From an optimization exercise on the open Yosys and OpenROAD flow, aimed at a short achievable clock period and few clock cycles per item; shortcuts taken in it are not production practice.
The RTL was checked by simulation tests, not by an equivalence proof against the original design.
The clock port is modelled as an ideal driver; clocking choices that lean on that would not hold on a real chip.
Power figures rest on the tool's default switching activity, not on a simulated workload.

<file path="flow/flow/run.sh">
#!/bin/bash
# The standard layout (standard.sh), with the ports placed on the die's
# edges by flow/io.tcl (read by ORFS's floorplan step as IO_CONSTRAINTS) and
# the flip-flop driving each output port held next to its pin during global
# placement (flow/pre_gp.tcl and flow/post_gp.tcl, ORFS's hooks around that
# step). The ORFS run's whole output goes to standard_finish.log in this
# folder; each ORFS step also keeps its own log under orfs/logs/.
set -o pipefail
here=$(pwd)
bash "$here/standard.sh" \
    IO_CONSTRAINTS="$here/flow/io.tcl" \
    PRE_GLOBAL_PLACE_TCL="$here/flow/pre_gp.tcl" \
    POST_GLOBAL_PLACE_TCL="$here/flow/post_gp.tcl" \
    finish > "$here/standard_finish.log" 2>&1
</file>
<file path="flow/flow/io.tcl">
# Ports on the die's edges in the order the data flows: commands in on the
# left edge, results out along the bottom edge, each bus spread evenly in
# bit order; the clock in the middle of the top edge.
set die [[ord::get_db_block] getDieArea]
set dbu [[ord::get_db_block] getDbUnitsPerMicron]
set w [expr {double([$die dx]) / $dbu}]
set h [expr {double([$die dy]) / $dbu}]

proc spread {names edge len} {
  set n [llength $names]
  set lo [expr {0.1 * $len}]
  set step [expr {0.8 * $len / $n}]
  for {set i 0} {$i < $n} {incr i} {
    set a [expr {$lo + $i * $step}]
    set b [expr {$a + $step}]
    set_io_pin_constraint -pin_names [list [lindex $names $i]] -region $edge:[format %.2f $a]-[format %.2f $b]
  }
}

set outs {}
for {set i 0} {$i < 128} {incr i} { lappend outs "rt_data\[$i\]" }
for {set i 0} {$i < 5} {incr i} { lappend outs "rt_vd\[$i\]" }
lappend outs rt_illegal rt_valid rt_ready
spread $outs bottom $w

set ins {}
lappend ins rst_n insts_valid insts_ready rvv_idle
for {set i 0} {$i < 4} {incr i} { lappend ins "remaining_count\[$i\]" }
for {set i 0} {$i < 32} {incr i} { lappend ins "insts\[$i\]" }
for {set i 0} {$i < 32} {incr i} { lappend ins "insts_scalar\[$i\]" }
spread $ins left $h

set_io_pin_constraint -pin_names {clk} -region top:[format %.2f [expr {0.48 * $w}]]-[format %.2f [expr {0.52 * $w}]]
</file>
<file path="flow/flow/post_gp.tcl">
# After global placement: release the output flip-flops held by pre_gp.tcl
set block [ord::get_db_block]
set f [open $::env(RESULTS_DIR)/pinned_flops.txt r]
set names [split [string trim [read $f]] "\n"]
close $f
set n 0
foreach name $names {
  if {$name eq ""} { continue }
  set inst [$block findInst $name]
  if {$inst ne "NULL"} { $inst setPlacementStatus PLACED; incr n }
}
puts "post_gp: released $n output flip-flops"
</file>
<file path="flow/flow/pre_gp.tcl">
# Before global placement: put the flip-flop driving each output port right
# inside the die next to its pin, held in place while the other cells are
# placed around it (post_gp.tcl releases it for legalisation).
set block [ord::get_db_block]
set core [$block getCoreArea]
set ::my_pinned {}
foreach bterm [$block getBTerms] {
  if {[$bterm getIoType] ne "OUTPUT"} { continue }
  set net [$bterm getNet]
  if {$net eq "NULL"} { continue }
  set drv ""
  foreach it [$net getITerms] {
    if {[$it isOutputSignal]} { set drv [$it getInst] }
  }
  if {$drv eq ""} { continue }
  if {![[$drv getMaster] isSequential]} { continue }
  set pins [$bterm getBPins]
  if {[llength $pins] == 0} { continue }
  set bb [[lindex $pins 0] getBBox]
  set px [expr {([$bb xMin] + [$bb xMax]) / 2}]
  set py [expr {([$bb yMin] + [$bb yMax]) / 2}]
  set w [[$drv getMaster] getWidth]
  set h [[$drv getMaster] getHeight]
  set x [expr {min(max($px - $w / 2, [$core xMin]), [$core xMax] - $w)}]
  set y [expr {min(max($py - $h / 2, [$core yMin]), [$core yMax] - $h)}]
  $drv setLocation $x $y
  $drv setPlacementStatus FIRM
  lappend ::my_pinned [$drv getName]
}
puts "pre_gp: held [llength $::my_pinned] output flip-flops at their pins"
set f [open $::env(RESULTS_DIR)/pinned_flops.txt w]
puts $f [join $::my_pinned "\n"]
close $f
</file>
<file path="flow/standard.sh">
#!/bin/bash
# synth_recipe.tcl (not shown) runs the flow's synth.tcl, then flattens the netlist and writes it again
# the make line also repeats each setting of config.mk as NAME=value (left out here)
make -C /OpenROAD-flow-scripts/flow DESIGN_CONFIG=/design/flow/config.mk WORK_HOME=/design/flow/orfs CLKGATE_MAP_FILE= SYNTH_SCRIPT=/design/flow/synth_recipe.tcl "${@:-finish}"
</file>
<file path="flow/config.mk">
export PLATFORM = sky130hd
export DESIGN_NAME = rvv_backend
export DESIGN_NICKNAME = rvv_backend
export VERILOG_FILES = /design/flow/design.v
export SDC_FILE = /design/flow/constraint.sdc
export NUM_CORES = 8
export LEC_CHECK = 0
export CAP_MARGIN = 50
export CORE_MARGIN = 2
export CORE_UTILIZATION = 42
export PLACE_DENSITY = 0.45
export SETUP_SLACK_MARGIN = 3.3
export SLEW_MARGIN = 65
export TNS_END_PERCENT = 100
</file>
<file path="flow/constraint.sdc">
create_clock -name core_clock -period 6.0 [get_ports {clk}]
set_input_delay 1.2000 -clock core_clock [delete_from_list [all_inputs] [get_ports {clk}]]
set_output_delay 1.2000 -clock core_clock [all_outputs]
set_load 0.01 [all_outputs]
</file>
<file path="flow/design.v">
`default_nettype none
package rvv_arch_pkg;
    localparam int VLEN       = 128;
    localparam int SEW        = 8;
    localparam int NUM_ELEM   = VLEN / SEW;
    localparam int NUM_VREG   = 32;
    localparam int VREG_IDX_W = 5;
    localparam int XLEN       = 32;
    localparam int INST_W     = 32;
    typedef logic [VLEN-1:0]       vreg_t;
    typedef logic [VREG_IDX_W-1:0] vidx_t;
    typedef enum logic [2:0] {
        ALU_ADD,
        ALU_SUB,
        ALU_AND,
        ALU_OR,
        ALU_XOR,
        ALU_MV,
        ALU_VID
    } alu_op_e;
    localparam logic [6:0] OPCODE_V = 7'b1010111;
    localparam logic [2:0] F3_OPIVV = 3'b000;
    localparam logic [2:0] F3_OPIVX = 3'b100;
    localparam logic [2:0] F3_OPMVV = 3'b010;
    localparam logic [5:0] F6_VADD  = 6'b000000;
    localparam logic [5:0] F6_VSUB  = 6'b000010;
    localparam logic [5:0] F6_VAND  = 6'b001001;
    localparam logic [5:0] F6_VOR   = 6'b001010;
    localparam logic [5:0] F6_VXOR  = 6'b001011;
    localparam logic [5:0] F6_VMV   = 6'b010111;
    localparam logic [5:0] F6_VMUNARY0 = 6'b010100;
    localparam logic [4:0] VS1_VID     = 5'b10001;
endpackage
`default_nettype wire
`default_nettype none
package rvv_pipe_pkg;
    localparam int P_VLEN   = 128;
    localparam int P_VIDX_W = 5;
    localparam int CQ_DEPTH = 8;
    localparam int CQ_CNT_W = $clog2(CQ_DEPTH) + 1;
    localparam int RQ_DEPTH = 8;
    localparam logic [2:0] OP_ADD  = 3'd0;
    localparam logic [2:0] OP_SUB  = 3'd1;
    localparam logic [2:0] OP_AND  = 3'd2;
    localparam logic [2:0] OP_OR   = 3'd3;
    localparam logic [2:0] OP_XOR  = 3'd4;
    localparam logic [2:0] OP_PASS = 3'd5;
    localparam int RT_W = P_VIDX_W + P_VLEN + 1;
endpackage
`default_nettype wire
`timescale 1ns/1ps
`default_nettype none
module rvv_fifo #(
    parameter int WIDTH = 1,
    parameter int DEPTH = 8
) (
    input  logic             clk,
    input  logic             rst_n,
    input  logic             din_en,
    input  logic             push,
    input  logic [WIDTH-1:0] din,
    input  logic             pop,
    output logic [WIDTH-1:0] dout,
    output logic             empty
);
    logic [WIDTH-1:0] mem [DEPTH];
    logic [DEPTH:0]   fill;      
    logic [DEPTH-1:0] put;       
    assign empty = fill[0];
    assign dout  = mem[0];
    always_comb begin
        for (int i = 0; i < DEPTH; i++) begin
            put[i] = din_en & (pop ? fill[i + 1] : fill[i]);
        end
    end
    always_ff @(posedge clk) begin
        for (int i = 0; i < DEPTH; i++) begin
            if (put[i]) begin
                mem[i] <= din;
            end else if (pop) begin
                mem[i] <= (i + 1 < DEPTH) ? mem[(i + 1) % DEPTH] : mem[i];
            end
        end
    end
    always_ff @(posedge clk) begin
        if (!rst_n) begin
            fill <= (DEPTH+1)'(1);
        end else if (push && !pop) begin
            fill <= {fill[DEPTH-1:0], 1'b0};
        end else if (pop && !push) begin
            fill <= {1'b0, fill[DEPTH:1]};
        end
    end
endmodule
`default_nettype wire
`timescale 1ns/1ps
`default_nettype none
module rvv_decode (
    input  logic [31:0] inst,
    output logic [2:0]  op,
    output logic        legal,
    output logic        use_a,     
    output logic        use_b,     
    output logic        b_scalar,  
    output logic        b_vid      
);
    logic [5:0] funct6;
    logic [2:0] funct3;
    assign funct6 = inst[31:26];
    assign funct3 = inst[14:12];
    always_comb begin
        op       = rvv_pipe_pkg::OP_PASS;
        legal    = 1'b1;
        use_a    = 1'b0;
        use_b    = 1'b0;
        b_scalar = 1'b0;
        b_vid    = 1'b0;
        case (funct3)
            rvv_arch_pkg::F3_OPIVV: begin
                use_a = 1'b1;
                use_b = 1'b1;
                case (funct6)
                    rvv_arch_pkg::F6_VADD: op = rvv_pipe_pkg::OP_ADD;
                    rvv_arch_pkg::F6_VSUB: op = rvv_pipe_pkg::OP_SUB;
                    rvv_arch_pkg::F6_VAND: op = rvv_pipe_pkg::OP_AND;
                    rvv_arch_pkg::F6_VOR:  op = rvv_pipe_pkg::OP_OR;
                    rvv_arch_pkg::F6_VXOR: op = rvv_pipe_pkg::OP_XOR;
                    default: legal = 1'b0;
                endcase
            end
            rvv_arch_pkg::F3_OPIVX: begin
                b_scalar = 1'b1;
                case (funct6)
                    rvv_arch_pkg::F6_VADD: begin
                        op    = rvv_pipe_pkg::OP_ADD;
                        use_a = 1'b1;
                    end
                    rvv_arch_pkg::F6_VMV: op = rvv_pipe_pkg::OP_PASS;
                    default: legal = 1'b0;
                endcase
            end
            rvv_arch_pkg::F3_OPMVV: begin
                b_vid = 1'b1;
                if (funct6 != rvv_arch_pkg::F6_VMUNARY0 || inst[19:15] != rvv_arch_pkg::VS1_VID) begin
                    legal = 1'b0;
                end
            end
            default: legal = 1'b0;
        endcase
        if (inst[6:0] != rvv_arch_pkg::OPCODE_V || !inst[25]) begin
            legal = 1'b0;
        end
        if (!legal) begin
            op       = rvv_pipe_pkg::OP_PASS;
            use_a    = 1'b0;
            use_b    = 1'b0;
            b_scalar = 1'b0;
            b_vid    = 1'b0;
        end
    end
endmodule
`default_nettype wire
`timescale 1ns/1ps
`default_nettype none
module rvv_dispatch (
    input  logic                clk,
    input  logic                rst_n,
    input  logic                accept,
    input  logic [31:0]         inst,
    input  logic [7:0]          scalar,
    input  logic [rvv_arch_pkg::NUM_VREG*rvv_arch_pkg::VLEN-1:0] regs,
    input  logic [31:0]         written,
    input  logic [31:0]         w_sel,
    input  logic                h_en,
    input  rvv_arch_pkg::vidx_t h_vd,
    input  logic [63:0]         h_lo,
    input  logic                y_en,
    input  rvv_arch_pkg::vidx_t y_vd,
    input  rvv_arch_pkg::vreg_t y_data,
    input  rvv_arch_pkg::vreg_t w_data,
    output logic                x_valid,
    output logic                x_legal,
    output rvv_arch_pkg::vidx_t x_vd,
    output logic [3:0]          x_op,     
    output logic                x_sub,
    output logic [7:0]          x_src,    
    output rvv_arch_pkg::vreg_t x_a,
    output rvv_arch_pkg::vreg_t x_b,
    output rvv_arch_pkg::vreg_t x_bn,     
    output rvv_arch_pkg::vreg_t x_pass,
    output logic                x_xfa,
    output logic                x_xfb
);
    localparam int NV = rvv_arch_pkg::NUM_VREG;
    localparam int VL = rvv_arch_pkg::VLEN;
    logic [2:0]          d_op;
    logic                d_legal;
    logic                d_use_a;
    logic                d_use_b;
    logic                d_b_scalar;
    logic                d_b_vid;
    logic                d_pass;
    logic                d_sub;
    logic                d_fwd_a;
    logic                d_fwd_b;
    logic                vx_in;
    logic                dh_a, dy_a, dw_a;
    logic                dh_b, dy_b, dw_b;
    logic [NV-1:0]       dec_a;
    logic [NV-1:0]       dec_b;
    logic [NV-1:0]       dlo_a, dhi_a, dlo_b, dhi_b;
    logic                r_valid;
    logic [2:0]          op;
    logic                legal;
    logic                b_scalar;
    logic                b_vid;
    rvv_arch_pkg::vidx_t vd;
    logic [7:0]          scalar_q;
    logic [7:0]          src;
    logic                xf_a, xf_b;
    logic [NV-1:0]       slo_a0, slo_a1_n, shi_a0, shi_a1_n;
    logic [NV-1:0]       slo_b0, slo_b1_n, shi_b0, shi_b1_n;
    logic                lo_h_a, lo_y_a, lo_w_a, hi_y_a, hi_w_a;
    logic                lo_h_b, lo_y_b, lo_w_b, hi_y_b, hi_w_b;
    logic                s_b;     
    rvv_arch_pkg::vreg_t splat;
    rvv_arch_pkg::vreg_t vid;
    rvv_arch_pkg::vreg_t na;
    rvv_arch_pkg::vreg_t nb;
    rvv_decode u_dec (
        .inst(inst), .op(d_op), .legal(d_legal), .use_a(d_use_a), .use_b(d_use_b),
        .b_scalar(d_b_scalar), .b_vid(d_b_vid)
    );
    assign vx_in   = inst[14];
    assign d_pass  = (d_op == rvv_pipe_pkg::OP_PASS);
    assign d_sub   = (d_op == rvv_pipe_pkg::OP_SUB);
    assign d_fwd_a = d_use_a & r_valid & legal & (vd == inst[24:20]);
    assign d_fwd_b = d_use_b & r_valid & legal & (vd == inst[19:15]);
    assign dh_a = x_valid & x_legal & (x_vd == inst[24:20]);
    assign dy_a = h_en & (h_vd == inst[24:20]);
    assign dw_a = y_en & (y_vd == inst[24:20]);
    assign dh_b = x_valid & x_legal & (x_vd == inst[19:15]) & ~vx_in;
    assign dy_b = h_en & (h_vd == inst[19:15]) & ~vx_in;
    assign dw_b = y_en & (y_vd == inst[19:15]) & ~vx_in;
    always_comb begin
        for (int k = 0; k < NV; k++) begin
            dec_a[k] = (inst[24:20] == 5'(k)) & (written[k] | w_sel[k]);
            dec_b[k] = (inst[19:15] == 5'(k)) & (written[k] | w_sel[k]) & ~vx_in;
        end
        dhi_a = dec_a & {NV{~dy_a & ~dw_a}};
        dlo_a = dhi_a & {NV{~dh_a}};
        dhi_b = dec_b & {NV{~dy_b & ~dw_b}};
        dlo_b = dhi_b & {NV{~dh_b}};
    end
    always_ff @(posedge clk) begin
        if (!rst_n) begin
            r_valid <= 1'b0;
        end else begin
            r_valid <= accept;
        end
    end
    always_ff @(posedge clk) begin
        op       <= d_op;
        legal    <= d_legal;
        b_scalar <= d_b_scalar;
        b_vid    <= d_b_vid;
        vd       <= inst[11:7];
        scalar_q <= scalar;
        xf_a     <= dh_a;
        xf_b     <= dh_b;
        slo_a0   <= dlo_a;
        slo_a1_n <= ~dlo_a;
        shi_a0   <= dhi_a;
        shi_a1_n <= ~dhi_a;
        slo_b0   <= dlo_b;
        slo_b1_n <= ~dlo_b;
        shi_b0   <= dhi_b;
        shi_b1_n <= ~dhi_b;
        lo_h_a   <= dh_a;
        lo_y_a   <= dy_a & ~dh_a;
        lo_w_a   <= dw_a & ~dy_a & ~dh_a;
        hi_y_a   <= dy_a;
        hi_w_a   <= dw_a & ~dy_a;
        lo_h_b   <= dh_b;
        lo_y_b   <= dy_b & ~dh_b;
        lo_w_b   <= dw_b & ~dy_b & ~dh_b;
        hi_y_b   <= dy_b;
        hi_w_b   <= dw_b & ~dy_b;
        s_b      <= vx_in;
        src      <= {d_pass, ~d_pass & d_fwd_a & d_fwd_b,
                     ~d_pass & ~d_fwd_a & d_fwd_b & d_sub, ~d_pass & ~d_fwd_a & d_fwd_b & ~d_sub,
                     ~d_pass & d_fwd_a & ~d_fwd_b & d_sub, ~d_pass & d_fwd_a & ~d_fwd_b & ~d_sub,
                     ~d_pass & ~d_fwd_a & ~d_fwd_b & d_sub, ~d_pass & ~d_fwd_a & ~d_fwd_b & ~d_sub};
    end
    assign splat = {rvv_arch_pkg::NUM_ELEM{scalar_q}};
    always_comb begin
        for (int i = 0; i < rvv_arch_pkg::NUM_ELEM; i++) begin
            vid[i*8 +: 8] = 8'(i);
        end
    end
    always_comb begin
        for (int i = 0; i < rvv_arch_pkg::NUM_ELEM; i++) begin
            logic [NV-1:0] slo_a, shi_a, slo_b, shi_b;
            logic [3:0]    alo, ahi, blo, bhi;
            slo_a = (i < 8) ? slo_a0 : ~slo_a1_n;
            shi_a = (i < 8) ? shi_a0 : ~shi_a1_n;
            slo_b = (i < 8) ? slo_b0 : ~slo_b1_n;
            shi_b = (i < 8) ? shi_b0 : ~shi_b1_n;
            alo = ({4{lo_h_a}} & h_lo[i*4 +: 4])
                | ({4{lo_y_a}} & y_data[i*8 +: 4])
                | ({4{lo_w_a}} & w_data[i*8 +: 4]);
            ahi = ({4{hi_y_a}} & y_data[i*8 + 4 +: 4])
                | ({4{hi_w_a}} & w_data[i*8 + 4 +: 4]);
            blo = ({4{lo_h_b}} & h_lo[i*4 +: 4])
                | ({4{lo_y_b}} & y_data[i*8 +: 4])
                | ({4{lo_w_b}} & w_data[i*8 +: 4])
                | ({4{s_b}} & splat[i*8 +: 4]);
            bhi = ({4{hi_y_b}} & y_data[i*8 + 4 +: 4])
                | ({4{hi_w_b}} & w_data[i*8 + 4 +: 4])
                | ({4{s_b}} & splat[i*8 + 4 +: 4]);
            for (int k = 0; k < NV; k++) begin
                alo = alo | ({4{slo_a[k]}} & regs[k*VL + i*8 +: 4]);
                ahi = ahi | ({4{shi_a[k]}} & regs[k*VL + i*8 + 4 +: 4]);
                blo = blo | ({4{slo_b[k]}} & regs[k*VL + i*8 +: 4]);
                bhi = bhi | ({4{shi_b[k]}} & regs[k*VL + i*8 + 4 +: 4]);
            end
            na[i*8 +: 8] = {ahi, alo};
            nb[i*8 +: 8] = {bhi, blo};
        end
    end
    always_ff @(posedge clk) begin
        if (!rst_n) begin
            x_valid <= 1'b0;
        end else begin
            x_valid <= r_valid;
        end
    end
    always_ff @(posedge clk) begin
        x_legal <= legal;
        x_vd    <= vd;
        x_op    <= {op == rvv_pipe_pkg::OP_XOR, op == rvv_pipe_pkg::OP_OR,
                    op == rvv_pipe_pkg::OP_AND,
                    op == rvv_pipe_pkg::OP_ADD || op == rvv_pipe_pkg::OP_SUB};
        x_sub   <= (op == rvv_pipe_pkg::OP_SUB);
        x_src   <= src;
        x_a     <= na;
        x_b     <= nb;
        x_bn    <= ~nb;
        x_xfa   <= xf_a;
        x_xfb   <= xf_b;
        x_pass  <= b_scalar ? splat : (b_vid ? vid : '0);
    end
endmodule
`default_nettype wire
`timescale 1ns/1ps
`default_nettype none
module rvv_vrf (
    input  logic                clk,
    input  logic                rst_n,
    input  logic [31:0]         wr_sel,
    input  rvv_arch_pkg::vreg_t wr_data,
    output logic [rvv_arch_pkg::NUM_VREG*rvv_arch_pkg::VLEN-1:0] regs,
    output logic [31:0]         written
);
    always_ff @(posedge clk) begin
        if (!rst_n) begin
            written <= '0;
        end else begin
            written <= written | wr_sel;
        end
    end
    always_ff @(posedge clk) begin
        for (int i = 0; i < rvv_arch_pkg::NUM_VREG; i++) begin
            if (wr_sel[i]) begin
                regs[i*rvv_arch_pkg::VLEN +: rvv_arch_pkg::VLEN] <= wr_data;
            end
        end
    end
endmodule
`default_nettype wire
`timescale 1ns/1ps
`default_nettype none
module rvv_alu (
    input  logic [3:0]  sel,    
    input  logic [15:0] cin,
    input  logic [63:0] a,
    input  logic [63:0] b,
    output logic [63:0] y,
    output logic [15:0] cout
);
    always_comb begin
        for (int i = 0; i < 16; i++) begin
            logic [3:0] ae, be;
            logic [4:0] s;
            ae = a[i*4 +: 4];
            be = b[i*4 +: 4];
            s  = {1'b0, ae} + {1'b0, be} + {4'b0, cin[i]};
            y[i*4 +: 4] = ({4{sel[0]}} & s[3:0])
                        | ({4{sel[1]}} & (ae & be))
                        | ({4{sel[2]}} & (ae | be))
                        | ({4{sel[3]}} & (ae ^ be));
            cout[i] = s[4];
        end
    end
endmodule
`default_nettype wire
`timescale 1ns/1ps
`default_nettype none
module rvv_retire (
    input  logic                  clk,
    input  logic                  rst_n,
    input  logic                  res_valid,
    input  rvv_arch_pkg::vidx_t   res_vd,
    input  rvv_arch_pkg::vreg_t   res_data,
    input  logic                  res_illegal,
    output logic                  rt_valid,
    output rvv_arch_pkg::vidx_t   rt_vd,
    output rvv_arch_pkg::vreg_t   rt_data,
    output logic                  rt_illegal,
    input  logic                  rt_ready,
    output logic                  taken
);
    localparam int W = rvv_pipe_pkg::RT_W;
    logic         load;
    logic         q_empty;
    logic         q_push;
    logic         q_pop;
    logic [W-1:0] q_dout;
    logic [W-1:0] res_ent;
    logic [W-1:0] nxt;
    logic [W-1:0] held;
    logic         valid;
    logic         valid_n;
    assign res_ent = {res_vd, res_data, res_illegal};
    assign load    = ~valid | rt_ready;
    assign nxt     = q_empty ? res_ent : q_dout;
    assign taken   = valid & rt_ready;
    assign q_pop   = load & ~q_empty;
    assign q_push  = res_valid & ~(load & q_empty);
    rvv_fifo #(.WIDTH(W), .DEPTH(rvv_pipe_pkg::RQ_DEPTH)) u_queue (
        .clk(clk), .rst_n(rst_n),
        .din_en(res_valid), .push(q_push), .din(res_ent),
        .pop(q_pop), .dout(q_dout), .empty(q_empty)
    );
    always_ff @(posedge clk) begin
        if (!rst_n) begin
            valid_n <= 1'b1;
        end else if (load) begin
            valid_n <= q_empty & ~res_valid;
        end
    end
    assign valid = ~valid_n;
    always_ff @(posedge clk) begin
        if (load) begin
            held <= nxt;
        end
    end
    always_ff @(posedge clk) begin
        if (!rst_n) begin
            rt_valid <= 1'b0;
            {rt_vd, rt_data, rt_illegal} <= '0;
        end else begin
            rt_valid <= load ? (~q_empty | res_valid) : valid;
            {rt_vd, rt_data, rt_illegal} <= load ? nxt : held;
        end
    end
endmodule
`default_nettype wire
`timescale 1ns/1ps
`default_nettype none
module rvv_backend (
    input  logic                                 clk,
    input  logic                                 rst_n,
    input  logic                                 insts_valid,
    input  logic [rvv_arch_pkg::INST_W-1:0]      insts,
    input  logic [rvv_arch_pkg::XLEN-1:0]        insts_scalar,
    output logic                                 insts_ready,
    output logic [rvv_pipe_pkg::CQ_CNT_W-1:0]    remaining_count,
    output logic                                 rt_valid,
    output rvv_arch_pkg::vidx_t                  rt_vd,
    output rvv_arch_pkg::vreg_t                  rt_data,
    output logic                                 rt_illegal,
    input  logic                                 rt_ready,
    output logic                                 rvv_idle
);
    localparam int CQ_CNT_W = rvv_pipe_pkg::CQ_CNT_W;
    localparam int CQ_DEPTH = rvv_pipe_pkg::CQ_DEPTH;
    logic [rvv_arch_pkg::NUM_VREG*rvv_arch_pkg::VLEN-1:0] regs;
    logic [31:0]         written;
    logic                x_valid;
    logic                x_legal;
    rvv_arch_pkg::vidx_t x_vd;
    logic [3:0]          x_op;
    logic                x_sub;
    logic [7:0]          x_src;
    rvv_arch_pkg::vreg_t x_a;
    rvv_arch_pkg::vreg_t x_b;
    rvv_arch_pkg::vreg_t x_bn;
    rvv_arch_pkg::vreg_t x_pass;
    logic                x_xfa;
    logic                x_xfb;
    logic [63:0]         xa_lo, xb_lo, xbn_lo, xp_lo;
    logic [63:0]         l_00, l_00s, l_10, l_10s, l_01, l_01s, l_11;
    logic [15:0]         c_00, c_00s, c_10, c_10s, c_01, c_01s, c_11;
    logic [63:0]         lo_y;
    logic [15:0]         lo_c;
    logic [63:0]         yl;         
    logic [63:0]         yl_n;       
    logic [15:0]         c4;         
    logic                h_valid;
    logic                h_en;
    logic                h_ill;
    rvv_arch_pkg::vidx_t h_vd;
    logic [3:0]          h_op;
    logic                h_sub;
    logic [7:0]          h_src;
    logic [63:0]         h_a, h_b, h_bn, h_pass;
    logic [63:0]         u_00, u_00s, u_10, u_10s, u_01, u_01s, u_11;
    logic [63:0]         hi_y;
    logic [63:0]         yh;         
    logic [63:0]         yh_n;       
    logic [63:0]         yl_d;       
    logic                y_valid;
    logic                y_en;
    logic                y_ill;
    rvv_arch_pkg::vidx_t y_vd;
    rvv_arch_pkg::vreg_t y_data;
    logic                w_en;
    rvv_arch_pkg::vidx_t w_vd;
    logic [31:0]         w_sel;
    rvv_arch_pkg::vreg_t w_data;
    logic [CQ_CNT_W-1:0] outstanding_n;
    logic [CQ_CNT_W-1:0] outstanding;
    logic [CQ_CNT_W-1:0] outstanding_nxt;
    logic                accept;
    logic                taken;
    logic                rt_taken;
    assign outstanding = ~outstanding_n;
    assign accept = insts_valid & (outstanding != CQ_CNT_W'(CQ_DEPTH));
    assign taken  = rt_taken;
    always_comb begin
        outstanding_nxt = outstanding;
        if (accept && !taken) begin
            outstanding_nxt = outstanding + 1'b1;
        end else if (taken && !accept) begin
            outstanding_nxt = outstanding - 1'b1;
        end
    end
    always_ff @(posedge clk) begin
        if (!rst_n) begin
            outstanding_n   <= '1;
            insts_ready     <= 1'b1;
            remaining_count <= CQ_CNT_W'(CQ_DEPTH);
            rvv_idle        <= 1'b1;
        end else begin
            outstanding_n   <= ~outstanding_nxt;
            insts_ready     <= (outstanding_nxt != CQ_CNT_W'(CQ_DEPTH));
            remaining_count <= CQ_CNT_W'(CQ_DEPTH) - outstanding_nxt;
            rvv_idle        <= (outstanding_nxt == '0);
        end
    end
    rvv_dispatch u_dispatch (
        .clk(clk), .rst_n(rst_n),
        .accept(accept), .inst(insts), .scalar(insts_scalar[7:0]),
        .regs(regs), .written(written), .w_sel(w_sel),
        .h_en(h_en), .h_vd(h_vd), .h_lo(yl),
        .y_en(y_en), .y_vd(y_vd), .y_data(y_data),
        .w_data(w_data),
        .x_valid(x_valid), .x_legal(x_legal), .x_vd(x_vd),
        .x_op(x_op), .x_sub(x_sub), .x_src(x_src),
        .x_a(x_a), .x_b(x_b), .x_bn(x_bn), .x_pass(x_pass),
        .x_xfa(x_xfa), .x_xfb(x_xfb)
    );
    rvv_vrf u_vrf (
        .clk(clk), .rst_n(rst_n),
        .wr_sel(w_sel), .wr_data(w_data),
        .regs(regs), .written(written)
    );
    always_comb begin
        for (int i = 0; i < rvv_arch_pkg::NUM_ELEM; i++) begin
            xa_lo[i*4 +: 4]  = x_a[i*8 +: 4];
            xb_lo[i*4 +: 4]  = x_b[i*8 +: 4];
            xbn_lo[i*4 +: 4] = x_bn[i*8 +: 4];
            xp_lo[i*4 +: 4]  = x_pass[i*8 +: 4];
        end
    end
    rvv_alu u_lo_00  (.sel(x_op),    .cin(16'h0000), .a(xa_lo), .b(xb_lo),  .y(l_00),  .cout(c_00));
    rvv_alu u_lo_00s (.sel(4'b0001), .cin(16'hffff), .a(xa_lo), .b(xbn_lo), .y(l_00s), .cout(c_00s));
    rvv_alu u_lo_10  (.sel(x_op),    .cin(16'h0000), .a(yl),    .b(xb_lo),  .y(l_10),  .cout(c_10));
    rvv_alu u_lo_10s (.sel(4'b0001), .cin(16'hffff), .a(yl),    .b(xbn_lo), .y(l_10s), .cout(c_10s));
    rvv_alu u_lo_01  (.sel(x_op),    .cin(16'h0000), .a(xa_lo), .b(yl),     .y(l_01),  .cout(c_01));
    rvv_alu u_lo_01s (.sel(4'b0001), .cin(16'hffff), .a(xa_lo), .b(yl_n),   .y(l_01s), .cout(c_01s));
    always_comb begin
        for (int i = 0; i < rvv_arch_pkg::NUM_ELEM; i++) begin
            l_11[i*4 +: 4] = ({4{x_op[0] & ~x_sub}} & {yl[i*4 +: 3], 1'b0})
                           | ({4{x_op[1] | x_op[2]}} & yl[i*4 +: 4]);
            c_11[i]        = yl[i*4 + 3];
            u_11[i*4 +: 4] = ({4{h_op[0] & ~h_sub}} & {yh[i*4 +: 3], c4[i]})
                           | ({4{h_op[1] | h_op[2]}} & yh[i*4 +: 4]);
        end
    end
    assign lo_y = ({64{x_src[0]}} & l_00)
                | ({64{x_src[1]}} & l_00s)
                | ({64{x_src[2]}} & l_10)
                | ({64{x_src[3]}} & l_10s)
                | ({64{x_src[4]}} & l_01)
                | ({64{x_src[5]}} & l_01s)
                | ({64{x_src[6]}} & l_11)
                | ({64{x_src[7]}} & xp_lo);
    assign lo_c = ({16{x_src[0]}} & c_00)
                | ({16{x_src[1]}} & c_00s)
                | ({16{x_src[2]}} & c_10)
                | ({16{x_src[3]}} & c_10s)
                | ({16{x_src[4]}} & c_01)
                | ({16{x_src[5]}} & c_01s)
                | ({16{x_src[6]}} & c_11);
    always_ff @(posedge clk) begin
        if (!rst_n) begin
            h_valid <= 1'b0;
            h_en    <= 1'b0;
        end else begin
            h_valid <= x_valid;
            h_en    <= x_valid & x_legal;
        end
    end
    always_ff @(posedge clk) begin
        yl     <= lo_y;
        yl_n   <= ~lo_y;
        c4     <= lo_c;
        h_vd   <= x_vd;
        h_ill  <= ~x_legal;
        h_op   <= x_op;
        h_sub  <= x_sub;
        h_src  <= x_src;
        for (int i = 0; i < rvv_arch_pkg::NUM_ELEM; i++) begin
            h_a[i*4 +: 4]    <= x_xfa ? yh[i*4 +: 4] : x_a[i*8 + 4 +: 4];
            h_b[i*4 +: 4]    <= x_xfb ? yh[i*4 +: 4] : x_b[i*8 + 4 +: 4];
            h_bn[i*4 +: 4]   <= x_xfb ? yh_n[i*4 +: 4] : x_bn[i*8 + 4 +: 4];
            h_pass[i*4 +: 4] <= x_pass[i*8 + 4 +: 4];
        end
    end
    rvv_alu u_hi_00  (.sel(h_op),    .cin(c4), .a(h_a), .b(h_b),  .y(u_00),  .cout());
    rvv_alu u_hi_00s (.sel(4'b0001), .cin(c4), .a(h_a), .b(h_bn), .y(u_00s), .cout());
    rvv_alu u_hi_10  (.sel(h_op),    .cin(c4), .a(yh),  .b(h_b),  .y(u_10),  .cout());
    rvv_alu u_hi_10s (.sel(4'b0001), .cin(c4), .a(yh),  .b(h_bn), .y(u_10s), .cout());
    rvv_alu u_hi_01  (.sel(h_op),    .cin(c4), .a(h_a), .b(yh),   .y(u_01),  .cout());
    rvv_alu u_hi_01s (.sel(4'b0001), .cin(c4), .a(h_a), .b(yh_n), .y(u_01s), .cout());
    assign hi_y = ({64{h_src[0]}} & u_00)
                | ({64{h_src[1]}} & u_00s)
                | ({64{h_src[2]}} & u_10)
                | ({64{h_src[3]}} & u_10s)
                | ({64{h_src[4]}} & u_01)
                | ({64{h_src[5]}} & u_01s)
                | ({64{h_src[6]}} & u_11)
                | ({64{h_src[7]}} & h_pass);
    always_ff @(posedge clk) begin
        if (!rst_n) begin
            y_valid <= 1'b0;
            y_en    <= 1'b0;
            w_en    <= 1'b0;
            w_sel   <= '0;
        end else begin
            y_valid <= h_valid;
            y_en    <= h_en;
            w_en    <= y_en;
            for (int i = 0; i < rvv_arch_pkg::NUM_VREG; i++) begin
                w_sel[i] <= y_en & (y_vd == 5'(i));
            end
        end
    end
    always_ff @(posedge clk) begin
        yh     <= hi_y;
        yh_n   <= ~hi_y;
        yl_d   <= yl;
        y_vd   <= h_vd;
        y_ill  <= h_ill;
        w_data <= y_data;
        w_vd   <= y_vd;
    end
    always_comb begin
        for (int i = 0; i < rvv_arch_pkg::NUM_ELEM; i++) begin
            y_data[i*8 +: 8] = {yh[i*4 +: 4], yl_d[i*4 +: 4]};
        end
    end
    rvv_retire u_retire (
        .clk(clk), .rst_n(rst_n),
        .res_valid(y_valid), .res_vd(y_vd), .res_data(y_data), .res_illegal(y_ill),
        .rt_valid(rt_valid), .rt_vd(rt_vd), .rt_data(rt_data),
        .rt_illegal(rt_illegal), .rt_ready(rt_ready), .taken(rt_taken)
    );
endmodule
`default_nettype wire
</file>
==> results of run 1 <==
## synthesized netlist by cell type, types with 185 or more instances
cell      count  area (sq um)
clkbuf_1   1073          4030
a22o_1     1279         11200
o21ai_0     846          4230
nand2_1     986          3700
and3_1      216          1350
buf_1       251           942
nor2_1      307          1150
nor2b_1     237          1480
edfxtp_1   5168        155000
xor2_1      203          1780
a21oi_1     461          2310
o22ai_1     190          1190
a21o_1      190          1430
nand3_1     326          1630
a22oi_1    1789         13400
nand4_1     503          3150
inv_1      1224          4590
fa_1        288          5770
mux2_2     1066         12000
nor3_1      189           946
xnor2_1     227          1990
and2_1      185          1160
a221o_1     210          2100
ha_1       1060         13300
dfxtp_1    1755         35100
a221oi_1   1122          9830
## placed cells by master (no fill, tap or decap), types with 110 or more instances in the layout
cell type and n:
buf_16 202, edfxtp_1 5168, nor2b_1 234, dfxtp_2 260, and3_1 191, a221o_1 210
ha_1 1059, a22oi_1 1789, fa_1 287, o21ai_0 844, nand4_1 503, xor2_1 202
nor2_1 289, inv_1 1152, nand2_1 957, clkbuf_1 175, clkinv_2 138, diode_2 515
buf_6 279, a21o_1 190, dfxtp_1 1281, a221oi_1 1117, mux2_2 1066, a222oi_1 136
a21oi_1 459, buf_8 113, buf_4 595, clkbuf_16 802, xnor2_1 226, dfxtp_4 214
nand3_1 308, buf_12 217, or3_1 123, and2_1 179, clkbuf_8 110, o22ai_1 190
a22o_1 1279, nor3_1 188
## worst paths after layout
check	start	end	depth (start not counted)
min	u_dispatch.src[1]	u_dispatch.x_src[1]	0
max reg2reg	u_dispatch.slo_a1_n[0]	u_dispatch.x_a[83]	8
max	u_dispatch.slo_a1_n[0]	u_dispatch.x_a[83]	8
min reg2reg	u_dispatch.src[1]	u_dispatch.x_src[1]	0
## flip-flops by register name, indices dropped and copies added (netlist names), 64 cells and up
register              count
yl                       64
u_retire.u_queue.mem   1072
yh_n                     64
u_dispatch.x_bn         128
yl_d                     64
u_dispatch.x_b          128
u_retire.held           134
yh                       64
u_retire.rt_data        128
h_a                      64
u_vrf.regs             4096
h_bn                     64
h_b                      64
yl_n                     64
w_data                  128
u_dispatch.x_a          128
## area by class of cell
| cell class | count | area share |
|---|---|---|
| clock buffers | 1086 | 0.0609 |
| repair buffers | 1569 | 0.0571 |
| clock inverters | 348 | 0.00967 |
| inverters | 1279 | 0.0142 |
| diodes | 515 | 0.00356 |
| multi-input cells | 13000 | 0.293 |
| well taps | 9607 | 0.0332 |
| flip-flops and latches | 6923 | 0.529 |
## layer usage
layer / track usage / wire length, um / vias to the layer above
li1: - / - / 91800
met1: 0.541 / 592000 / 122000
met2: 0.578 / 642000 / 21800
met3: 0.140 / 217000 / 5558
met4: 0.280 / 135000 / 109
met5: 0.00458 / 1110 / -
## power by group through the flow
stage / Combinational [W] / Clock (W) / Sequential (W)
after floorplan: 0.00141 / 0 / 0.0530
after global placement: 0.00258 / 0 / 0.0531
after detailed placement: 0.00279 / 0 / 0.0530
after CTS: 0.00278 / 0.0487 / 0.0520
after global routing: 0.00300 / 0.0506 / 0.0520
final: 0.00282 / 0.0486 / 0.0520
## kinds of logic after synthesis
family                   share of synthesized area
XOR/XNOR                                    0.0123
flip-flops                                   0.624
buffers and inverters                       0.0346
multiplexers                                0.0440
AND/OR/NAND/NOR                             0.0599
AO/OA/AOI/OAI                                0.163
adder cells (fa/ha/maj)                     0.0624
## worst max-delay path: cells and delay by family, from the launching register on
| family | cells | cell delay (ps) |
|---|---|---|
| compound gates | 2 | 540 |
| buf+inv | 3 | 800 |
| flops | 1 | 310 |
| simple gates | 3 | 810 |
## metrics by stage
step | cells | setup slack [ps]
5_1_grt | 34200 | 3110
3_3_place_gp | 31900 | 1270
2_1_floorplan | 22700 | 1650
4_1_cts | 33800 | 3090
3_5_place_dp | 32300 | 1460
6_report | 34300 | 3100
## what timing repair did
| action | in CTS | in global routing |
|---|---|---|
| setup buffers | 23 | 22 |
| setup endpoints to repair | 1072 | 608 |
| resized for setup | 691 | 146 |
| gates cloned | 14 | 7 |
| pin swaps | 14 | 14 |
==> flow_metrics.tcl, run 1 <==
set metrics [dict create \
    drc 0 \
    area_delta_synth_final_pct 18.6 \
    vias_per_cell 7.03 \
    cts_buffers 763 \
    p_int_w 0.0805 \
    syn_nets 24100 \
    final_nets 25000 \
    worstPathMaxFanout 23 \
    design.die.area_sq_mm 0.733 \
    rsz0062_at_grt "true" \
    clock-skew-final_ps 60.4 \
    peakVddDrop_v 0.000325 \
    drive_above_1_share 0.192 \
    die_h_um 856 \
    synthArstFlopShare 0 \
    grt_pass1_vias 225000 \
    dp_hpwl_mm 1000 \
    pwr-share-seq 0.503 \
    portBuffers 184 \
    dr.first_iter.drc_count 46000 \
    overflow 0 \
    max_slew_margin 0.573 \
    regToRegSetupSlack_ps 3100 \
    multi_input_area_sq_mm 0.106 \
    fp.coreArea_sq_mm 0.725 \
    rows 313 \
    synth.distinct_cells 78 \
    arrival_ps 3830 \
    clk_path_buf_depth 4 \
    critPathSlowestCell "nand2_1" \
    ant_nets 0 \
    root_buffer "clkbuf_16" \
    p_leak_nw 125 \
    max_freq_ghz 0.344 \
    cpPeakStageDelay_ps 350 \
    nFillCells 62600 \
    synth_flop_cell "edfxtp_1" \
    hold_viol 0 \
    path_class "register to register" \
    initial_core_util 0.421 \
    finalWirelength_mm 1590 \
    htree_levels 6 \
    numClockSinks 6923 \
    cp-start-kind "register" \
    ys_warn_count 8 \
    postSynthAreaPerCell_sq_um 13.5 \
    clock_latency_ps 1200 \
    hp-class "register to register" \
    grt_pass1_wl_mm 2070 \
    combPwrFrac 0.027 \
    fin_util 0.499 \
    hold_ws_ps 324 \
    chipWidth_um 856 \
    cts_tree "built" \
    ios 209 \
    ff_latch_area_sq_mm 0.191 \
    drv_slew 0 \
    hold_buffers 0 \
    drt_first_pass_iters 13 \
    period_needed_ps 2900 \
    synth_edf_count 5168 \
    cap_violations 0 \
    netlist_area_sq_mm 0.305 \
    post_dp_cell_area_sq_mm 0.333 \
    grtUsageTotal 0.413 \
    required_ps 6930 \
    wl_per_cell_um 46.2 \
    setup_viol 0 \
    post-route-period-util 0.484 \
    vias 241000 \
    ys_ff_latch 6923 \
    grt_max_degree 102 \
    synth_cells 22700 \
    path_clk_slew_ps 60 \
    design_area_sq_mm 0.362 \
    cp-end-kind "register" \
    p_clk_frac 0.470 \
    ys_seq_area_frac 0.624 \
    antenna_found_initial 213 \
    status "finished clean" \
    crit_chain "buf_4, clkinv_4, buf_8, a22o_1, a221oi_1, nand4_1, nor4_1, nand2_1" \
    worst_pin_slew_ps 635 \
    setup_tns_ps 0 \
    powerDensity_mw_per_mm2 286 \
    power_w 0.103 \
    p_sw_frac 0.222 \
    p_sw_w 0.0229 \
]
Testbench counts, summed over its fixed seeds: cycles 3,240, items 3,200.
==> run 2: changes to the inputs <==
--- a/flow/design.v
+++ b/flow/design.v
@@ -218,8 +218,7 @@
     logic [7:0]          scalar_q;
     logic [7:0]          src;
     logic                xf_a, xf_b;
-    logic [NV-1:0]       slo_a0, slo_a1_n, shi_a0, shi_a1_n;
-    logic [NV-1:0]       slo_b0, slo_b1_n, shi_b0, shi_b1_n;
+    logic [NV-1:0]       slo_a, shi_a, slo_b, shi_b;
     logic                lo_h_a, lo_y_a, lo_w_a, hi_y_a, hi_w_a;
     logic                lo_h_b, lo_y_b, lo_w_b, hi_y_b, hi_w_b;
     logic                s_b;     
@@ -268,14 +267,10 @@
         scalar_q <= scalar;
         xf_a     <= dh_a;
         xf_b     <= dh_b;
-        slo_a0   <= dlo_a;
-        slo_a1_n <= ~dlo_a;
-        shi_a0   <= dhi_a;
-        shi_a1_n <= ~dhi_a;
-        slo_b0   <= dlo_b;
-        slo_b1_n <= ~dlo_b;
-        shi_b0   <= dhi_b;
-        shi_b1_n <= ~dhi_b;
+        slo_a    <= dlo_a;
+        shi_a    <= dhi_a;
+        slo_b    <= dlo_b;
+        shi_b    <= dhi_b;
         lo_h_a   <= dh_a;
         lo_y_a   <= dy_a & ~dh_a;
         lo_w_a   <= dw_a & ~dy_a & ~dh_a;
@@ -300,12 +295,7 @@
     end
     always_comb begin
         for (int i = 0; i < rvv_arch_pkg::NUM_ELEM; i++) begin
-            logic [NV-1:0] slo_a, shi_a, slo_b, shi_b;
             logic [3:0]    alo, ahi, blo, bhi;
-            slo_a = (i < 8) ? slo_a0 : ~slo_a1_n;
-            shi_a = (i < 8) ? shi_a0 : ~shi_a1_n;
-            slo_b = (i < 8) ? slo_b0 : ~slo_b1_n;
-            shi_b = (i < 8) ? shi_b0 : ~shi_b1_n;
             alo = ({4{lo_h_a}} & h_lo[i*4 +: 4])
                 | ({4{lo_y_a}} & y_data[i*8 +: 4])
                 | ({4{lo_w_a}} & w_data[i*8 +: 4]);
==> flow_metrics.tcl, run 2 <==
set metrics [dict create \
    synthArstFlopShare 0 \
    required_ps 4800 \
    drive_above_1_share 0.184 \
    finalWirelength_mm 1540 \
    worstPathMaxFanout 1 \
    peakVddDrop_v 0.000325 \
    postSynthAreaPerCell_sq_um 13.6 \
    critPathSlowestCell "dfxtp_2" \
    synth_largest_area_cell "edfxtp_1" \
    clock_latency_ps 1200 \
    regToRegSetupSlack_ps 3200 \
    mostFrequentLayoutCells "edfxtp_1, a22oi_1, dfxtp_1, mux2_2, ha_1" \
    crit_chain "buf_6" \
    p_leak_nw 117 \
    ant_nets 0 \
    die_h_um 850 \
    cts_tree "built" \
    hold_buffers 0 \
    vias_per_cell 7.14 \
    grtUsageTotal 0.407 \
    numClockSinks 6795 \
    path_class "register to output pin" \
    hold_end "u_dispatch.x_src[7]" \
    ff_latch_area_sq_mm 0.189 \
    hp-start "u_dispatch.src[7]" \
    post-route-period-util 0.469 \
    largest-register "u_vrf.regs" \
    cpPeakStageDelay_ps 320 \
    grt_max_degree 107 \
    htree_levels 6 \
    final_nets 24200 \
    synth_flop_cell "edfxtp_1" \
    cts_buffers 746 \
    portBuffers 184 \
    powerDensity_mw_per_mm2 284 \
    chipWidth_um 850 \
    synth_cells 22100 \
    worst-path-buf-inv 1 \
    root_buffer "clkbuf_16" \
    hold_depth 0 \
    cp-end-kind "output pin" \
    area_delta_synth_final_pct 19.3 \
    ys_ff_latch 6795 \
    multi_input_area_sq_mm 0.103 \
    post_dp_cell_area_sq_mm 0.331 \
    rsz0062_at_grt "true" \
    setup_viol 0 \
    max_freq_ghz 0.356 \
    crit_family "flip-flops" \
    fp.coreArea_sq_mm 0.713 \
    final_common_cell "edfxtp_1" \
    largest_reg_flops 4096 \
    path_clk_slew_ps 60 \
    clk_path_buf_depth 4 \
    antenna_found_initial 133 \
    ys_seq_area_frac 0.625 \
    r2r_start "u_dispatch.shi_b[14]" \
    yosysMostFrequentCell "edfxtp_1" \
    synth_edf_count 5168 \
    worst_pin_slew_ps 730 \
    ios 209 \
    grt_pass1_wl_mm 2010 \
    dp_hpwl_mm 980 \
    period_needed_ps 2810 \
    synth_top_cells_by_count "edfxtp_1, a22oi_1, dfxtp_1, clkbuf_1, mux2_2" \
    netlist_area_sq_mm 0.300 \
    synth.distinct_cells 79 \
    cap_violations 0 \
    drv_slew 0 \
    nFillCells 61100 \
    vias 237000 \
    cp-start-kind "register" \
    overflow 0 \
    ys_top_cells_by_area "edfxtp_1, dfxtp_1, a22oi_1, ha_1, mux2_2" \
    rr_worst_depth 10 \
    arrival_ps 1610 \
    max_slew_margin 0.514 \
    rr_endpoint "u_dispatch.x_b[109]" \
    status "finished clean" \
    clock-skew-final_ps 56.4 \
    syn_nets 23500 \
    top_regs "u_vrf.regs: 4096 flops, u_retire.u_queue.mem: 1072 flops, u_retire.held: 134 flops" \
    dr.first_iter.drc_count 48200 \
    synth_top_area_share 0.517 \
    hp-class "register to register" \
    path_depth 1 \
    design.die.area_sq_mm 0.722 \
    drc 0 \
    design_area_sq_mm 0.358 \
    setup_tns_ps 0 \
    hold_viol 0 \
    ys_warn_count 8 \
    grt_pass1_vias 222000 \
    drt_first_pass_iters 12 \
    initial_core_util 0.421 \
    wl_per_cell_um 46.3 \
    rows 310 \
]
## run 2: cell count changes after synthesis, sizes merged, moves of 111 or more
| cell | before | now |
|---|---|---|
| a22oi | 1789 | 2690 |
| inv | 1249 | 832 |
| o22ai | 190 | 33 |
| buf | 378 | 558 |
| a22o | 1279 | 948 |
| dfxtp | 1755 | 1627 |
| nor2b | 237 | 119 |
| nand4 | 503 | 810 |
| or3 | 123 | 12 |
| a221oi | 1122 | 873 |
## run 2: per-layer routing
layer,GRT usage,wire length (um)
met3,0.143,216000
met5,0.00584,1340
met4,0.229,108000
met2,0.574,627000
met1,0.543,585000
## run 2: stage by stage
| step | util | setup WS (ps) | hold slack [ps] | cells | total power (W) |
|---|---|---|---|---|---|
| 4_1_cts | 0.500 | 3110 | 285 | 32900 | 0.102 |
| 3_5_place_dp | 0.465 | 1970 | 313 | 31500 | 0.0548 |
| 5_1_grt | 0.502 | 3140 | 332 | 33100 | 0.104 |
| 6_report | 0.503 | 3190 | 320 | 33200 | 0.102 |
| 2_1_floorplan | - | 1660 | 310 | 22100 | 0.0536 |
| 3_3_place_gp | 0.444 | 1450 | 309 | 31000 | 0.0547 |
## run 2: kinds of logic after synthesis
logic type | Yosys count | synth area share
muxes | 1207 | 0.0447
DFF | 6795 | 0.625
AOI/OAI and AO/OA | 6630 | 0.166
and+or+nand+nor | 3215 | 0.0555
xor gates and xnor gates | 440 | 0.0128
buffers and inverters | 2495 | 0.0326
adders and majority gates | 1348 | 0.0634
## run 2: cell type report
cell class              instances  share of cell area
clock inverters               383              0.0109
multi-input cells           12800               0.289
repair buffers               1596              0.0699
inverters                     838             0.00892
clock buffers                1025              0.0592
flip-flops and latches       6795               0.527
diodes                        235             0.00164
well taps                    9516              0.0332
## run 2: repair_timing
| action | 4_1_cts | 5_1_grt |
|---|---|---|
| resized for setup | 595 | 88 |
| pin swaps | 1 | 12 |
| endpoints found under the setup margin | 228 | 403 |
| cloned | 1 | 14 |
| setup buffers | 2 | 19 |
| hold endpoints to repair | 0 | 0 |
## run 2: worst max path at each step
stage	from	to	slack [ps]
2_1_floorplan	rt_ready	u_retire.u_queue.mem[7][0]	1660
6_report	u_retire.rt_data[121]	rt_data[121]	3190
3_3_place_gp	rt_ready	u_retire.u_queue.mem[4][56]	1450
3_5_place_dp	rt_ready	u_retire.u_queue.mem[0][2]	1970
4_1_cts	u_retire.rt_data[57]	rt_data[57]	3110
5_1_grt	u_retire.rt_data[55]	rt_data[55]	3140
## run 2: power breakdown
group | leakage, nW | switching [W] | internal (W) | total (W)
sequential | 51.7 | 0.000329 | 0.0508 | 0.0512
clock | 12.4 | 0.0205 | 0.0275 | 0.0480
combinational | 53.2 | 0.00158 | 0.00105 | 0.00263
total | 117 | 0.0224 | 0.0794 | 0.102
Testbench counts of run 2, summed over its fixed seeds: cycles 3,240, items 3,200.
==> run 3: changes to the inputs <==
--- a/flow/design.v
+++ b/flow/design.v
@@ -56,21 +56,32 @@
 ) (
     input  logic             clk,
     input  logic             rst_n,
-    input  logic             din_en,
     input  logic             push,
     input  logic [WIDTH-1:0] din,
     input  logic             pop,
-    output logic [WIDTH-1:0] dout,
-    output logic             empty
+    output logic             nonempty,
+    output logic [WIDTH-1:0] head,
+    output logic             nonempty_nxt,
+    output logic [WIDTH-1:0] head_nxt
 );
     logic [WIDTH-1:0] mem [DEPTH];
     logic [DEPTH:0]   fill;      
+    logic [DEPTH:0]   fill_nxt;
     logic [DEPTH-1:0] put;       
-    assign empty = fill[0];
-    assign dout  = mem[0];
+    assign nonempty     = ~fill[0];
+    assign nonempty_nxt = ~fill_nxt[0];
+    assign head         = mem[0];
+    assign head_nxt     = put[0] ? din : (pop ? mem[(DEPTH > 1) ? 1 : 0] : mem[0]);
     always_comb begin
         for (int i = 0; i < DEPTH; i++) begin
-            put[i] = din_en & (pop ? fill[i + 1] : fill[i]);
+            put[i] = push & (pop ? fill[i + 1] : fill[i]);
+        end
+        if (push && !pop) begin
+            fill_nxt = {fill[DEPTH-1:0], 1'b0};
+        end else if (pop && !push) begin
+            fill_nxt = {1'b0, fill[DEPTH:1]};
+        end else begin
+            fill_nxt = fill;
         end
     end
     always_ff @(posedge clk) begin
@@ -85,10 +96,8 @@
     always_ff @(posedge clk) begin
         if (!rst_n) begin
             fill <= (DEPTH+1)'(1);
-        end else if (push && !pop) begin
-            fill <= {fill[DEPTH-1:0], 1'b0};
-        end else if (pop && !push) begin
-            fill <= {1'b0, fill[DEPTH:1]};
+        end else begin
+            fill <= fill_nxt;
         end
     end
 endmodule
@@ -411,47 +420,24 @@
     output logic                  taken
 );
     localparam int W = rvv_pipe_pkg::RT_W;
-    logic         load;
-    logic         q_empty;
-    logic         q_push;
-    logic         q_pop;
-    logic [W-1:0] q_dout;
-    logic [W-1:0] res_ent;
-    logic [W-1:0] nxt;
-    logic [W-1:0] held;
     logic         valid;
-    logic         valid_n;
-    assign res_ent = {res_vd, res_data, res_illegal};
-    assign load    = ~valid | rt_ready;
-    assign nxt     = q_empty ? res_ent : q_dout;
-    assign taken   = valid & rt_ready;
-    assign q_pop   = load & ~q_empty;
-    assign q_push  = res_valid & ~(load & q_empty);
+    logic         valid_nxt;
+    logic [W-1:0] head;
+    logic [W-1:0] head_nxt;
+    assign taken = valid & rt_ready;
     rvv_fifo #(.WIDTH(W), .DEPTH(rvv_pipe_pkg::RQ_DEPTH)) u_queue (
         .clk(clk), .rst_n(rst_n),
-        .din_en(res_valid), .push(q_push), .din(res_ent),
-        .pop(q_pop), .dout(q_dout), .empty(q_empty)
+        .push(res_valid), .din({res_vd, res_data, res_illegal}), .pop(taken),
+        .nonempty(valid), .head(head),
+        .nonempty_nxt(valid_nxt), .head_nxt(head_nxt)
     );
     always_ff @(posedge clk) begin
         if (!rst_n) begin
-            valid_n <= 1'b1;
-        end else if (load) begin
-            valid_n <= q_empty & ~res_valid;
-        end
-    end
-    assign valid = ~valid_n;
-    always_ff @(posedge clk) begin
-        if (load) begin
-            held <= nxt;
-        end
-    end
-    always_ff @(posedge clk) begin
-        if (!rst_n) begin
             rt_valid <= 1'b0;
             {rt_vd, rt_data, rt_illegal} <= '0;
         end else begin
-            rt_valid <= load ? (~q_empty | res_valid) : valid;
-            {rt_vd, rt_data, rt_illegal} <= load ? nxt : held;
+            rt_valid <= valid_nxt;
+            {rt_vd, rt_data, rt_illegal} <= head_nxt;
         end
     end
 endmodule
==> flow/flow/run.sh (replaced) <==
#!/bin/bash
# The standard layout (standard.sh) with four additions through ORFS's
# step hooks:
#  - the ports placed on the die's edges by flow/io.tcl (IO_CONSTRAINTS,
#    read by the floorplan step);
#  - the flip-flop driving each output port held next to its pin during
#    global placement (flow/pre_gp.tcl and flow/post_gp.tcl);
#  - more passes of ORFS's own timing repair after the clock tree and
#    global routing steps (flow/post_cts.tcl and flow/post_grt.tcl).
# The ORFS run's whole output goes to standard_finish.log in this folder;
# each ORFS step also keeps its own log under orfs/logs/.
set -o pipefail
here=$(pwd)
bash "$here/standard.sh" \
    IO_CONSTRAINTS="$here/flow/io.tcl" \
    PRE_GLOBAL_PLACE_TCL="$here/flow/pre_gp.tcl" \
    POST_GLOBAL_PLACE_TCL="$here/flow/post_gp.tcl" \
    POST_CTS_TCL="$here/flow/post_cts.tcl" \
    POST_GLOBAL_ROUTE_TCL="$here/flow/post_grt.tcl" \
    finish > "$here/standard_finish.log" 2>&1
==> flow/flow/post_cts.tcl (new file) <==
# After ORFS's clock tree step has repaired timing once: more passes of the
# same repair, which the first pass leaves undone when it stops at the
# worst path (a path to an output that no repair can speed up), then
# legalise the placement as ORFS's step does.
estimate_parasitics -placement
foreach phases {LEGACY LEGACY} {
  repair_timing -setup -setup_margin $::env(SETUP_SLACK_MARGIN) \
    -repair_tns 100 -match_cell_footprint -phases $phases -verbose
}
repair_timing -hold -hold_margin 0.05 -match_cell_footprint -verbose
detailed_placement
check_placement -verbose
estimate_parasitics -placement
report_worst_slack -max
report_worst_slack -min
==> flow/flow/post_grt.tcl (new file) <==
# After ORFS's global routing step has repaired timing once: more passes of
# the same repair, which the first pass leaves undone when it stops at the
# worst path (a path to an output that no repair can speed up), then
# legalise and reroute the changed nets as ORFS's step does.
estimate_parasitics -global_routing
global_route -start_incremental
foreach phases {LEGACY ENDPOINT_FANIN LEGACY} {
  repair_timing -setup -setup_margin $::env(SETUP_SLACK_MARGIN) \
    -repair_tns 100 -match_cell_footprint -phases $phases -verbose
}
repair_timing -hold -hold_margin 0.05 -match_cell_footprint -verbose
detailed_placement
global_route -end_incremental
estimate_parasitics -global_routing
report_worst_slack -max
report_worst_slack -min
--- a/flow/config.mk
+++ b/flow/config.mk
@@ -9,6 +9,6 @@
 export CORE_MARGIN = 2
 export CORE_UTILIZATION = 42
 export PLACE_DENSITY = 0.45
-export SETUP_SLACK_MARGIN = 3.3
+export SETUP_SLACK_MARGIN = 3.4
 export SLEW_MARGIN = 65
 export TNS_END_PERCENT = 100
==> flow_metrics.tcl, run 3 <==
set metrics [dict create \
    dp_hpwl_mm 946 \
    hold_viol 0 \
    ys_warn_count 8 \
    fin_cells 32700 \
    grt_max_degree 85 \
    postSynthAreaPerCell_sq_um 13.5 \
    post_dp_cell_area_sq_mm 0.324 \
    crit_chain "buf_2" \
    crit_family "flip-flops" \
    hold_depth 0 \
    rr_worst_depth 6 \
    synth_edf_count 5034 \
    vias_per_cell 7.08 \
    fin_util 0.503 \
    required_ps 4800 \
    area_delta_synth_final_pct 19.3 \
    grt_pass1_wl_mm 1940 \
    grtUsageTotal 0.399 \
    initial_core_util 0.421 \
    chipWidth_um 841 \
    path_class "register to output pin" \
    path_clk_slew_ps 60 \
    synth_top_cells_by_count "edfxtp_1, a22oi_1, dfxtp_1, ha_1, clkbuf_1" \
    regToRegSetupSlack_ps 3290 \
    cp-end-kind "output pin" \
    ys_seq_area_frac 0.625 \
    max_freq_ghz 0.360 \
    synth_cells 21800 \
    critPathSlowestCell "dfxtp_1" \
    drv_slew 0 \
    drc 0 \
    status "finished clean" \
    portBuffers 184 \
    drt_first_pass_iters 10 \
    ff_latch_area_sq_mm 0.185 \
    r2r_start "u_dispatch.shi_a[3]" \
    nFillCells 60000 \
    ys_ff_latch 6660 \
    synthArstFlopShare 0 \
    worst-path-buf-inv 1 \
    clock_latency_ps 1190 \
    ios 209 \
    synth_top_area_share 0.514 \
    vias 231000 \
    period_needed_ps 2780 \
    final_nets 24000 \
    hp-start "u_dispatch.src[6]" \
    synth.distinct_cells 72 \
    wl_per_cell_um 45.1 \
    cap_violations 0 \
    setup_tns_ps 0 \
    antenna_found_initial 115 \
    largest_reg_flops 4096 \
    die_h_um 841 \
    fp.coreArea_sq_mm 0.698 \
    rr_endpoint "u_dispatch.x_a[93]" \
    numClockSinks 6660 \
    rows 307 \
    post-route-period-util 0.463 \
    netlist_area_sq_mm 0.294 \
    ant_nets 0 \
    cp-start-kind "register" \
    cts_tree "built" \
    yosysMostFrequentCell "edfxtp_1" \
    ys_top_cells_by_area "edfxtp_1, dfxtp_1, a22oi_1, ha_1, mux2_2" \
    max_slew_margin 0.578 \
    design.die.area_sq_mm 0.707 \
    dr.first_iter.drc_count 43600 \
    setup_viol 0 \
    cpPeakStageDelay_ps 310 \
    clock-skew-final_ps 71.4 \
    p_leak_nw 132 \
    overflow 0 \
    finalWirelength_mm 1470 \
    peakVddDrop_v 0.000299 \
    hp-class "register to register" \
    synth_flop_cell "edfxtp_1" \
    worstPathMaxFanout 1 \
    hold_end "u_dispatch.x_src[6]" \
    dp.cells 31000 \
    drive_above_1_share 0.178 \
    hold_ws_ps 283 \
    final_common_cell "edfxtp_1" \
    design_area_sq_mm 0.351 \
    arrival_ps 1580 \
    syn_nets 23200 \
    synth_largest_area_cell "edfxtp_1" \
    powerDensity_mw_per_mm2 283 \
    largest-register "u_vrf.regs" \
    multi_input_area_sq_mm 0.102 \
    grt_pass1_vias 219000 \
    worst_pin_slew_ps 633 \
    top_regs "u_vrf.regs: 4096 flops, u_retire.u_queue.mem: 1072 flops" \
    mostFrequentLayoutCells "edfxtp_1, a22oi_1, dfxtp_1, ha_1, mux2_2" \
]
==> run 3: cell count changes after synthesis, sizes merged, moves of 52 or more <==
cell    previous run  this run
a21oi            506       440
a221o            154        99
a221oi           873       710
a22o             948       775
a22oi           2690      3124
and3             143       209
clkbuf          1099      1026
edfxtp          5168      5034
mux2            1066       996
nand2            930       823
nand3            217       311
o211ai            96         2
o221ai            12        64
==> run 3: where the power goes <==
part | total [W] | leakage [nW] | internal [W] | switching (W)
Clock | 0.0476 | 12.2 | 0.0277 | 0.0199
Sequential | 0.0498 | 70.1 | 0.0495 | 0.000270
Combinational | 0.00214 | 49.3 | 0.000894 | 0.00124
==> run 3: final cells by class <==
| type | instances | share of cell area |
|---|---|---|
| Multi-Input combinational cell | 12700 | 0.291 |
| Sequential cell | 6660 | 0.526 |
| Timing Repair Buffer | 1590 | 0.0682 |
| Clock buffer | 1038 | 0.0600 |
| Timing Repair inverter | 1 | 0.0000321 |
| Clock inverter | 349 | 0.0112 |
| Antenna cell | 201 | 0.00143 |
| Tap cell | 9270 | 0.0330 |
| Inverter | 819 | 0.00892 |
==> run 3: logic make-up (layout without fill, tap and decap cells) <==
family / count (synthesis) / in the layout / synth area share
buffers and inverters: 2367 / 3797 / 0.0307
and+or+nand+nor: 3319 / 3319 / 0.0591
adders and majority gates: 1349 / 1349 / 0.0647
AOI/OAI and AO/OA: 6500 / 6500 / 0.165
other: 0 / 201 / 0
muxes: 1137 / 1137 / 0.0429
DFF: 6660 / 6660 / 0.625
xor gates and xnor gates: 430 / 430 / 0.0128
==> run 3: worst max-delay path by stage <==
stage,start,to,slack [ps],cells after the start
2_1_floorplan,rt_ready,u_retire.u_queue.mem[7][0],1650,6
3_3_place_gp,rt_ready,u_retire.u_queue.mem[3][118],1570,6
3_5_place_dp,rt_ready,u_retire.u_queue.mem[6][133],2050,9
6_report,u_retire.rt_data[114],rt_data[114],3220,1
==> run 3: metrics by stage <==
stage / setup WS (ps) / total power [W]
6_report: 3220 / 0.0995
3_5_place_dp: 2050 / 0.0529
2_1_floorplan: 1650 / 0.0520
3_3_place_gp: 1570 / 0.0529
==> run 3: layer usage <==
layer  track usage  vias up  wire [um]
li1              -    88400          -
met1         0.541   118000     565000
met2         0.561    20400     596000
met3         0.128     4663     204000
met4         0.226       66     106000
met5       0.00467        -        844
Testbench counts of run 3, summed over its fixed seeds: cycles 3,240, items 3,200.

==> port drivers added, routing unchanged <==
In the flow no input, the clock included, has a driving cell. The finished layouts below were timed again as built, in two steps. Step 1: set_driving_cell puts a clkbuf_16 on clk and a buf_2 on each other input, an assumption about the parent block. Step 2, shift: input delay + t, output delay - t, t = (earliest + latest rising clock arrival at the registers) / 2. This alone moves slack from input paths to output paths. a / b / c = ideal / step 1 / step 2; a / b = the first two.
| run | t (ns) | setup WS [ns] | worst hold slack (ns) | worst setup path after step 2 | clock arrival spread, ns |
|---|---|---|---|---|---|
| run 1 | 1.288 | 3.097 / 3.063 / 2.249 | 0.324 / 0.246 / 0.324 | input to register | 0.067 / 0.067 |
| run 2 | 1.286 | 3.188 / 3.082 / 2.332 | 0.320 / 0.268 / 0.320 | input to register | 0.066 / 0.065 |
| run 3 | 1.253 | 3.223 / 3.124 / 2.176 | 0.283 / 0.283 / 0.283 | input to register | 0.086 / 0.086 |
After both steps every run listed still meets setup and hold. For run 3, which loses most, drivers alone change the setup slack by -0.099 ns; drivers and shift together by -1.047 ns.
